Context: an optimization exercise on an open-source flow, tuned for a short achievable clock period. The choices shown serve that exercise and are no tape-out recipe.
In this exercise RTL edits were held to simulation tests only and were not proved equivalent to the original.
The flow treats the clock pin as an ideal source, which a real chip does not have.
Power and IR drop assume default switching activity.

// aipTop
module aipTop (
  input  logic                           clk,
  input  logic                           rst,
  input  logic                           en_i,
  input  logic [aipPkg::ConfigWidth-1:0] configAIP_i,
  input  logic [aipPkg::DataWidth-1:0]   dataInAIP_i,
  input  logic                           readAIP_i,
  input  logic                           writeAIP_i,
  input  logic                           startAIP_i,
  input  aipPkg::coreReq_t               coreReq_i,
  output logic [aipPkg::DataWidth-1:0]   dataOutAIP_o,
  output logic                           intAIP_o,
  output aipPkg::coreResp_t              coreResp_o
);
For scale: about 3,400 cells after synthesis.
export LEC_CHECK = 0
export CAP_MARGIN = 20
export CORE_MARGIN = 2
export CORE_UTILIZATION = 40
export SETUP_SLACK_MARGIN = 1.5
export SLEW_MARGIN = 20
export SYNTH_HIERARCHICAL = 1
export SYNTH_MINIMUM_KEEP_SIZE = 0
create_clock -name core_clock -period 4.0 [get_ports {clk}]
standard.sh (not shown) runs the stock make flow with config.mk's settings and CLKGATE_MAP_FILE= SYNTH_SCRIPT=/design/flow/synth_recipe.tcl, a recipe that flattens the netlist after the stock synthesis.
==> flow/flow/run.sh <==
#!/bin/bash
# The standard layout, with an extra greedy sizing pass on the worst setup paths after global
# routing (flow/post_grt.tcl, flow/sizer.tcl).
set -euo pipefail
W=$(pwd)
export GS_DIR=$W/flow
bash standard.sh POST_GLOBAL_ROUTE_TCL=$W/flow/post_grt.tcl finish > $W/flow_make.log 2>&1
==> flow/flow/post_grt.tcl <==
# Extra sizing pass after global routing. Each trial re-estimates the global-route parasitics, so
# the sizes are chosen on the same wires the router made. Then legalize, reroute the nets that
# moved and rewrite the guides for detailed routing.
source $::env(GS_DIR)/sizer.tcl
set ::gs_reest -global_routing
estimate_parasitics -global_routing
puts "before sizing: wns [gs_wns] hold [gs_hold]"
if {[catch {gs_run 5 500 0.25} err]} { puts "gs_run stopped: $err" }
if {[gs_hold] < 0.0} { repair_timing -hold -hold_margin 0.0 }
global_route -start_incremental
detailed_placement
global_route -end_incremental
check_placement -verbose
estimate_parasitics -global_routing
puts "after sizing and legalizing: wns [gs_wns] hold [gs_hold]"
write_guides $::env(RESULTS_DIR)/route.guide
==> flow/flow/sizer.tcl <==
# Greedy sizing of the cells on the worst setup paths. For each cell on those paths, try every
# cell of the same function (other drive strengths) and keep the one that most improves the
# worst slack through the cell, without lowering the design's worst setup slack, its worst hold
# slack below min(0, start) or adding max-slew/max-capacitance violations.
if {![info exists ::gs_dont]} {
  set ::gs_dont {}
  if {[info exists ::env(DONT_USE_CELLS)]} {
    foreach pat $::env(DONT_USE_CELLS) {
      foreach c [get_lib_cells -quiet */$pat] { lappend ::gs_dont [get_name $c] }
    }
  }
}
set ::gs_reest ""
set ::gs_steps {-1 1 2 3}
proc gs_update {} { if {$::gs_reest ne ""} { estimate_parasitics $::gs_reest } }
proc gs_wns {} { return [expr {1e9*[sta::worst_slack_cmd max]}] }
proc gs_hold {} { return [expr {1e9*[sta::worst_slack_cmd min]}] }
proc gs_viol {} { return [expr {[sta::max_slew_violation_count] + [sta::max_capacitance_violation_count]}] }
proc gs_equivs {inst} {
  set cur [get_name [get_lib_cells -of_objects $inst]]
  if {![regexp {^(.*)_(\d+)$} $cur -> base n]} { return {} }
  set all {}
  foreach c [get_lib_cells */${base}_*] {
    set nm [get_name $c]
    if {[regexp "^${base}_(\\d+)\$" $nm -> k] && [lsearch $::gs_dont $nm] < 0} { lappend all [list $k $nm] }
  }
  set all [lsort -integer -index 0 $all]
  set pos -1
  for {set k 0} {$k < [llength $all]} {incr k} { if {[lindex $all $k 1] eq $cur} { set pos $k } }
  set out {}
  foreach d $::gs_steps {
    set k [expr {$pos + $d}]
    if {$pos >= 0 && $k >= 0 && $k < [llength $all]} { lappend out [lindex $all $k 1] }
  }
  return $out
}
proc gs_local {inst} {
  set s 1e9
  foreach p [get_pins -quiet -of_objects $inst -filter "direction==output"] {
    set v [get_property $p slack_max]
    if {$v ne "" && $v < $s} { set s $v }
  }
  return $s
}
proc gs_run {iters npaths window} {
  set hold_floor [expr {min(0.0, [gs_hold])}]
  set viol0 [gs_viol]
  set idle 0
  for {set it 0} {$it < $iters} {incr it} {
    set w0 [gs_wns]
    set paths [find_timing_paths -path_delay max -group_path_count $npaths -endpoint_path_count 1 -sort_by_slack]
    set insts [dict create]
    foreach p $paths {
      set ep [get_full_name [get_property $p endpoint]]
      if {[string match *RESET_B $ep] || [string match *SET_B $ep]} continue
      if {[get_property $p slack] > $w0 + $window} continue
      foreach pin [[$p path] pins] {
        foreach inst [get_cells -quiet -of_objects $pin] {
          set nm [get_full_name $inst]
          if {![dict exists $insts $nm]} { dict set insts $nm $inst }
        }
      }
    }
    set improved 0
    dict for {nm inst} $insts {
      set cur [get_name [get_lib_cells -of_objects $inst]]
      if {[string match *clkbuf* $cur] || [string match *df* $cur] || [string match *dly* $cur]} continue
      set best $cur
      set bl [gs_local $inst]
      set bw [gs_wns]
      foreach c [gs_equivs $inst] {
        if {$c eq $cur} continue
        replace_cell $inst $c
        gs_update
        set w [gs_wns]
        set l [gs_local $inst]
        if {$w >= $bw - 0.0005 && ($l > $bl + 0.002 || $w > $bw + 0.001)} {
          if {[gs_hold] >= $hold_floor && [gs_viol] <= $viol0} { set bw $w; set bl $l; set best $c }
        }
      }
      replace_cell $inst $best
      gs_update
      if {$best ne $cur} { incr improved }
    }
    puts "gs iter $it paths [llength $paths] cells [dict size $insts] wns [format %.4f $w0] -> [format %.4f [gs_wns]] changed $improved hold [format %.4f [gs_hold]]"
    if {$improved == 0} { incr idle } else { set idle 0 }
    if {$idle >= 2} break
  }
}
Next try:
--- a/flow/flow/post_grt.tcl
+++ b/flow/flow/post_grt.tcl
@@ -6,5 +6,5 @@
 estimate_parasitics -global_routing
 puts "before sizing: wns [gs_wns] hold [gs_hold]"
-if {[catch {gs_run 5 500 0.25} err]} { puts "gs_run stopped: $err" }
+if {[catch {gs_run 4 400 0.2} err]} { puts "gs_run stopped: $err" }
 if {[gs_hold] < 0.0} { repair_timing -hold -hold_margin 0.0 }
 global_route -start_incremental
--- a/flow/flow/sizer.tcl
+++ b/flow/flow/sizer.tcl
@@ -12,5 +12,5 @@
 }
 set ::gs_reest ""
-set ::gs_steps {-1 1 2 3}
+set ::gs_steps {-1 1 2}
 proc gs_update {} { if {$::gs_reest ne ""} { estimate_parasitics $::gs_reest } }
 proc gs_wns {} { return [expr {1e9*[sta::worst_slack_cmd max]}] }
=> The changed run completed with no timing, DRC or antenna violations; synthesized area is unchanged; die area does not change; core utilization fell by 0.35 points; routed wire length stays flat; global-route usage is unchanged; sequential power barely changes; maximum frequency goes up slightly; clock power is about the same.


old:
The RTL this note starts from:
==> flow/design.v <==
`default_nettype none
package aipPkg;
  localparam int DataWidth   = 32;
  localparam int ConfigWidth = 5;
  localparam int StatusWidth = 8;
  localparam int MemAddrMax  = 16;
  localparam logic [DataWidth-1:0] IpId = 32'h1000500A;
  localparam logic [ConfigWidth-1:0] CfgMemIn0Data = 5'd0;
  localparam logic [ConfigWidth-1:0] CfgMemIn0Addr = 5'd1;
  localparam logic [ConfigWidth-1:0] CfgMemIn1Data = 5'd2;
  localparam logic [ConfigWidth-1:0] CfgMemIn1Addr = 5'd3;
  localparam logic [ConfigWidth-1:0] CfgMemOutData = 5'd4;
  localparam logic [ConfigWidth-1:0] CfgMemOutAddr = 5'd5;
  localparam logic [ConfigWidth-1:0] CfgConfData   = 5'd6;
  localparam logic [ConfigWidth-1:0] CfgConfAddr   = 5'd7;
  localparam logic [ConfigWidth-1:0] CfgStatus     = 5'd30;
  localparam logic [ConfigWidth-1:0] CfgId         = 5'd31;
  typedef struct packed {
    logic [MemAddrMax-1:0] rdAddrMemIn0;
    logic [MemAddrMax-1:0] rdAddrMemIn1;
    logic [DataWidth-1:0]  wrDataMemOut;
    logic [MemAddrMax-1:0] wrAddrMemOut;
    logic                  wrEnMemOut;
    logic                  busy;
    logic                  done;       
    logic [4:0]            padding;
  } coreReq_t;
  typedef struct packed {
    logic [DataWidth-1:0] rdDataMemIn0;
    logic [DataWidth-1:0] rdDataMemIn1;
    logic [DataWidth-1:0] confReg;
    logic                 start;
  } coreResp_t;
  typedef struct packed {
    logic [DataWidth-3*StatusWidth-1:0] zero;
    logic [StatusWidth-1:0]             mask;
    logic [StatusWidth-1:0]             pending;
    logic [StatusWidth-1:0]             coreStatus;   
  } statusRd_t;
  typedef struct packed {
    logic [DataWidth-3*StatusWidth-1:0] unusedHi;
    logic [StatusWidth-1:0]             newMask;
    logic [StatusWidth-1:0]             clearPending;   
    logic [StatusWidth-1:0]             unusedLo;
  } statusWr_t;
  typedef union packed {
    statusRd_t rd;
    statusWr_t wr;
  } statusWord_u;
endpackage
`default_nettype wire
`default_nettype none
module aipDec8 (
  input  logic [2:0] addr_i,
  output logic [7:0] sel_o
);
  always_comb begin
    for (int w = 0; w < 8; w++) sel_o[w] = (addr_i == 3'(w));
  end
endmodule
module aipRdDec (
  input  logic [4:0] code_i,
  output logic       memOut_o,
  output logic       status_o,
  output logic       id_o
);
  assign memOut_o = (code_i == 5'd4);
  assign status_o = (code_i == 5'd30);
  assign id_o     = (code_i == 5'd31);
endmodule
`default_nettype wire
`default_nettype none
import aipPkg::*;
module aipTop (
  input  logic                           clk,
  input  logic                           rst,
  input  logic                           en_i,
  input  logic [aipPkg::ConfigWidth-1:0] configAIP_i,
  input  logic [aipPkg::DataWidth-1:0]   dataInAIP_i,
  input  logic                           readAIP_i,
  input  logic                           writeAIP_i,
  input  logic                           startAIP_i,
  input  aipPkg::coreReq_t               coreReq_i,
  output logic [aipPkg::DataWidth-1:0]   dataOutAIP_o,
  output logic                           intAIP_o,
  output aipPkg::coreResp_t              coreResp_o
);
  logic in0Write, in0Load, in1Write, in1Load, outRead, outLoad, confWrite, statusWrite;
  assign in0Write    = writeAIP_i && (configAIP_i == CfgMemIn0Data);
  assign in0Load     = writeAIP_i && (configAIP_i == CfgMemIn0Addr);
  assign in1Write    = writeAIP_i && (configAIP_i == CfgMemIn1Data);
  assign in1Load     = writeAIP_i && (configAIP_i == CfgMemIn1Addr);
  assign outRead     = readAIP_i  && (configAIP_i == CfgMemOutData);
  assign outLoad     = writeAIP_i && (configAIP_i == CfgMemOutAddr);
  assign confWrite   = writeAIP_i && (configAIP_i == CfgConfData);
  assign statusWrite = writeAIP_i && (configAIP_i == CfgStatus);
  logic [2:0]  wrPtr0, wrPtr1;
  logic [15:0] rdPtrOH;     
  logic [15:0] rdPtrLdOH;   
  logic [15:0] rdPtrIncOH;
  assign rdPtrIncOH = {rdPtrOH[14:0], rdPtrOH[15]};
  always_comb begin
    for (int w = 0; w < 16; w++) rdPtrLdOH[w] = (dataInAIP_i[3:0] == 4'(w));
  end
  always_ff @(posedge clk or negedge rst) begin
    if (!rst) begin
      wrPtr0   <= '0;
      wrPtr1   <= '0;
      rdPtrOH  <= 16'h0001;
    end else if (en_i) begin
      if (in0Load)       wrPtr0 <= dataInAIP_i[2:0];
      else if (in0Write) wrPtr0 <= wrPtr0 + 3'd1;
      if (in1Load)       wrPtr1 <= dataInAIP_i[2:0];
      else if (in1Write) wrPtr1 <= wrPtr1 + 3'd1;
      if (outLoad)       rdPtrOH <= rdPtrLdOH;
      else if (outRead)  rdPtrOH <= rdPtrIncOH;
    end
  end
  logic [7:0][DataWidth-1:0]  memIn0;
  logic [7:0][DataWidth-1:0]  memIn1;
  logic [15:0][DataWidth-1:0] memOut;
  for (genvar w = 0; w < 8; w++) begin : g_memIn
    always_ff @(posedge clk) begin
      if (in0Write && wrPtr0 == 3'(w)) memIn0[w] <= dataInAIP_i;
      if (in1Write && wrPtr1 == 3'(w)) memIn1[w] <= dataInAIP_i;
    end
  end
  logic [15:0] wrOutOH;   
  always_comb begin
    for (int w = 0; w < 16; w++)
      wrOutOH[w] = coreReq_i.wrEnMemOut && (coreReq_i.wrAddrMemOut[3:0] == 4'(w));
  end
  for (genvar w = 0; w < 16; w++) begin : g_memOut
    always_ff @(posedge clk) begin
      if (wrOutOH[w]) memOut[w] <= coreReq_i.wrDataMemOut;
    end
  end
  logic [3:0][7:0] rdSel0, rdSel1;
  for (genvar l = 0; l < 4; l++) begin : g_rdLane
    aipDec8 rdDec0 (.addr_i(coreReq_i.rdAddrMemIn0[2:0]), .sel_o(rdSel0[l]));
    aipDec8 rdDec1 (.addr_i(coreReq_i.rdAddrMemIn1[2:0]), .sel_o(rdSel1[l]));
  end
  always_comb begin
    coreResp_o.rdDataMemIn0 = '0;
    coreResp_o.rdDataMemIn1 = '0;
    for (int b = 0; b < DataWidth; b++) begin
      for (int w = 0; w < 8; w++) begin
        coreResp_o.rdDataMemIn0[b] |= rdSel0[b/8][w] & memIn0[w][b];
        coreResp_o.rdDataMemIn1[b] |= rdSel1[b/8][w] & memIn1[w][b];
      end
    end
  end
  logic                 hitHold, hitInc, hitLd, hitZero;
  logic [DataWidth-1:0] rdHold, rdInc, rdLd;
  logic [DataWidth-1:0] candHold, candInc, candLd, candZero, memOutRd;
  assign hitHold = |(wrOutOH & rdPtrOH);
  assign hitInc  = |(wrOutOH & rdPtrIncOH);
  assign hitLd   = |(wrOutOH & rdPtrLdOH);
  assign hitZero = wrOutOH[0];
  always_comb begin
    rdHold = '0;
    rdInc  = '0;
    rdLd   = '0;
    for (int w = 0; w < 16; w++) begin
      rdHold |= {DataWidth{rdPtrOH[w]}}    & memOut[w];
      rdInc  |= {DataWidth{rdPtrIncOH[w]}} & memOut[w];
      rdLd   |= {DataWidth{rdPtrLdOH[w]}}  & memOut[w];
    end
  end
  assign candHold = hitHold ? coreReq_i.wrDataMemOut : rdHold;
  assign candInc  = hitInc  ? coreReq_i.wrDataMemOut : rdInc;
  assign candLd   = hitLd   ? coreReq_i.wrDataMemOut : rdLd;
  assign candZero = hitZero ? coreReq_i.wrDataMemOut : memOut[0];
  always_ff @(posedge clk) begin
    if (!rst)                   memOutRd <= candZero;
    else if (en_i && outLoad)   memOutRd <= candLd;
    else if (en_i && outRead)   memOutRd <= candInc;
    else                        memOutRd <= candHold;
  end
  logic [DataWidth-1:0] confReg;
  always_ff @(posedge clk or negedge rst) begin
    if (!rst)           confReg <= '0;
    else if (confWrite) confReg <= dataInAIP_i;
  end
  assign coreResp_o.confReg = confReg;
  assign coreResp_o.start   = startAIP_i;
  logic [StatusWidth-1:0] pending, pendingNext, mask, maskNext;
  logic                   intReg;
  assign pendingNext = (pending & ~(statusWrite ? dataInAIP_i[15:8] : 8'h00))
                     | {6'b0, coreReq_i.done, 1'b0};
  assign maskNext    = statusWrite ? dataInAIP_i[23:16] : mask;
  always_ff @(posedge clk or negedge rst) begin
    if (!rst) begin
      pending <= '0;
      mask    <= '0;
      intReg  <= 1'b0;
    end else begin
      pending <= pendingNext;
      mask    <= maskNext;
      intReg  <= |(pendingNext & maskNext);
    end
  end
  assign intAIP_o = intReg;
  logic [DataWidth-1:0] statusWord;
  logic [3:0] rdMemOut, rdStatus, rdId;
  for (genvar l = 0; l < 4; l++) begin : g_hostLane
    aipRdDec rdDec (.code_i(configAIP_i), .memOut_o(rdMemOut[l]), .status_o(rdStatus[l]),
                    .id_o(rdId[l]));
  end
  assign statusWord = {8'h00, mask, pending, 7'h00, coreReq_i.busy};
  always_comb begin
    for (int b = 0; b < DataWidth; b++)
      dataOutAIP_o[b] = (rdMemOut[b/8] & memOutRd[b]) | (rdStatus[b/8] & statusWord[b])
                      | (rdId[b/8] & IpId[b]);
  end
endmodule
`default_nettype wire
clock: 4.0 ns
lec_check: 0
cap_margin: 20
core_margin: 2
core_utilization: 40
setup_slack_margin: 1.5
slew_margin: 20
synth_hierarchical: 1
synth_minimum_keep_size: 0
==> flow/flow/run.sh <==
#!/bin/bash
# The standard layout, with an extra greedy sizing pass on the worst setup paths after CTS and
# after global routing (flow/post_cts.tcl, flow/post_grt.tcl, flow/sizer.tcl).
set -euo pipefail
W=$(pwd)
export GS_DIR=$W/flow
bash standard.sh POST_CTS_TCL=$W/flow/post_cts.tcl POST_GLOBAL_ROUTE_TCL=$W/flow/post_grt.tcl finish > $W/flow_make.log 2>&1
Other scripts of this flow, unchanged in this note and not shown: flow/flow/post_cts.tcl, flow/flow/post_grt.tcl, flow/flow/sizer.tcl
old did not finish; the tool stopped in global routing with error STA-2204.
--- input diff old..new ---
==> flow/flow/run.sh <==
#!/bin/bash
# The standard layout, with an extra greedy sizing pass on the worst setup paths after CTS and
# after global routing (flow/post_cts.tcl, flow/post_grt.tcl, flow/sizer.tcl), and pins grouped by
# function along the die edges (flow/io.tcl).
set -euo pipefail
W=$(pwd)
export GS_DIR=$W/flow
bash standard.sh IO_CONSTRAINTS=$W/flow/io.tcl POST_CTS_TCL=$W/flow/post_cts.tcl POST_GLOBAL_ROUTE_TCL=$W/flow/post_grt.tcl finish > $W/flow_make.log 2>&1
==> flow/flow/io.tcl (new file) <==
set_io_pin_constraint -group -order -region left:* -pin_names {coreResp_o[96] coreResp_o[95] coreResp_o[94] coreResp_o[93] coreResp_o[92] coreResp_o[91] coreResp_o[90] coreResp_o[89] coreResp_o[88] coreResp_o[87] coreResp_o[86] coreResp_o[85] coreResp_o[84] coreResp_o[83] coreResp_o[82] coreResp_o[81] coreReq_i[74] coreReq_i[73] coreReq_i[72] coreResp_o[80] coreResp_o[79] coreResp_o[78] coreResp_o[77] coreResp_o[76] coreResp_o[75] coreResp_o[74] coreResp_o[73] coreResp_o[72] coreResp_o[71] coreResp_o[70] coreResp_o[69] coreResp_o[68] coreResp_o[67] coreResp_o[66] coreResp_o[65]}
set_io_pin_constraint -group -order -region right:* -pin_names {coreResp_o[64] coreResp_o[63] coreResp_o[62] coreResp_o[61] coreResp_o[60] coreResp_o[59] coreResp_o[58] coreResp_o[57] coreResp_o[56] coreResp_o[55] coreResp_o[54] coreResp_o[53] coreResp_o[52] coreResp_o[51] coreResp_o[50] coreResp_o[49] coreReq_i[58] coreReq_i[57] coreReq_i[56] coreResp_o[48] coreResp_o[47] coreResp_o[46] coreResp_o[45] coreResp_o[44] coreResp_o[43] coreResp_o[42] coreResp_o[41] coreResp_o[40] coreResp_o[39] coreResp_o[38] coreResp_o[37] coreResp_o[36] coreResp_o[35] coreResp_o[34] coreResp_o[33]}
set_io_pin_constraint -group -order -region top:* -pin_names {dataOutAIP_o[31] dataOutAIP_o[30] dataOutAIP_o[29] dataOutAIP_o[28] dataOutAIP_o[27] dataOutAIP_o[26] dataOutAIP_o[25] dataOutAIP_o[24] dataOutAIP_o[23] dataOutAIP_o[22] dataOutAIP_o[21] dataOutAIP_o[20] dataOutAIP_o[19] dataOutAIP_o[18] dataOutAIP_o[17] dataOutAIP_o[16] configAIP_i[4] configAIP_i[3] configAIP_i[2] configAIP_i[1] configAIP_i[0] readAIP_i writeAIP_i en_i coreReq_i[6] intAIP_o dataOutAIP_o[15] dataOutAIP_o[14] dataOutAIP_o[13] dataOutAIP_o[12] dataOutAIP_o[11] dataOutAIP_o[10] dataOutAIP_o[9] dataOutAIP_o[8] dataOutAIP_o[7] dataOutAIP_o[6] dataOutAIP_o[5] dataOutAIP_o[4] dataOutAIP_o[3] dataOutAIP_o[2] dataOutAIP_o[1] dataOutAIP_o[0]}
new: all stages complete, timing, DRC and antenna checks passed
Re y dimension of the die: no difference whatsoever between new and old.
Number of cells after detailed placement: new vs old — no meaningful difference
Re synthesized cell count: no difference whatsoever between new and old.
Going from old to new, cell area after placement saw little to no change, setup slack at placement saw an increase, weighted congestion reported at the end of routability-driven placement saw an increase, sum of net half-perimeters after detailed placement saw an increase.

==> re-timing with driven ports <==
No port has a modelled driver above. Below, the same layouts with a new extraction and two added sets of constraints. Step 1 sets driving cells, clkbuf_16 on the clock port and buf_2 on the other inputs (assumed; they add their load-dependent delay and slew). Step 2 also shifts input and output timing later by t, the mid clock arrival at the registers, as if the neighbouring blocks saw the same clock. Slacks: ideal ports / drivers / drivers and shift; pairs: ideal ports / drivers.
run | t (ns) | setup WS [ns] | hold WS [ns]
the first run of note 1 | 0.792 | 1.267 / 0.880 / 0.699 | 0.123 / 0.090 / 0.504
the second run of note 1 | 0.793 | 1.291 / 0.869 / 0.621 | 0.104 / 0.073 / 0.504
new | 0.798 | 0.828 / 0.794 / 0.657 | 0.153 / 0.119 / 0.505
After both steps every run listed still meets setup and hold. For the second run of note 1, which loses most, drivers alone change the setup slack by -0.422 ns; drivers and shift together by -0.670 ns.
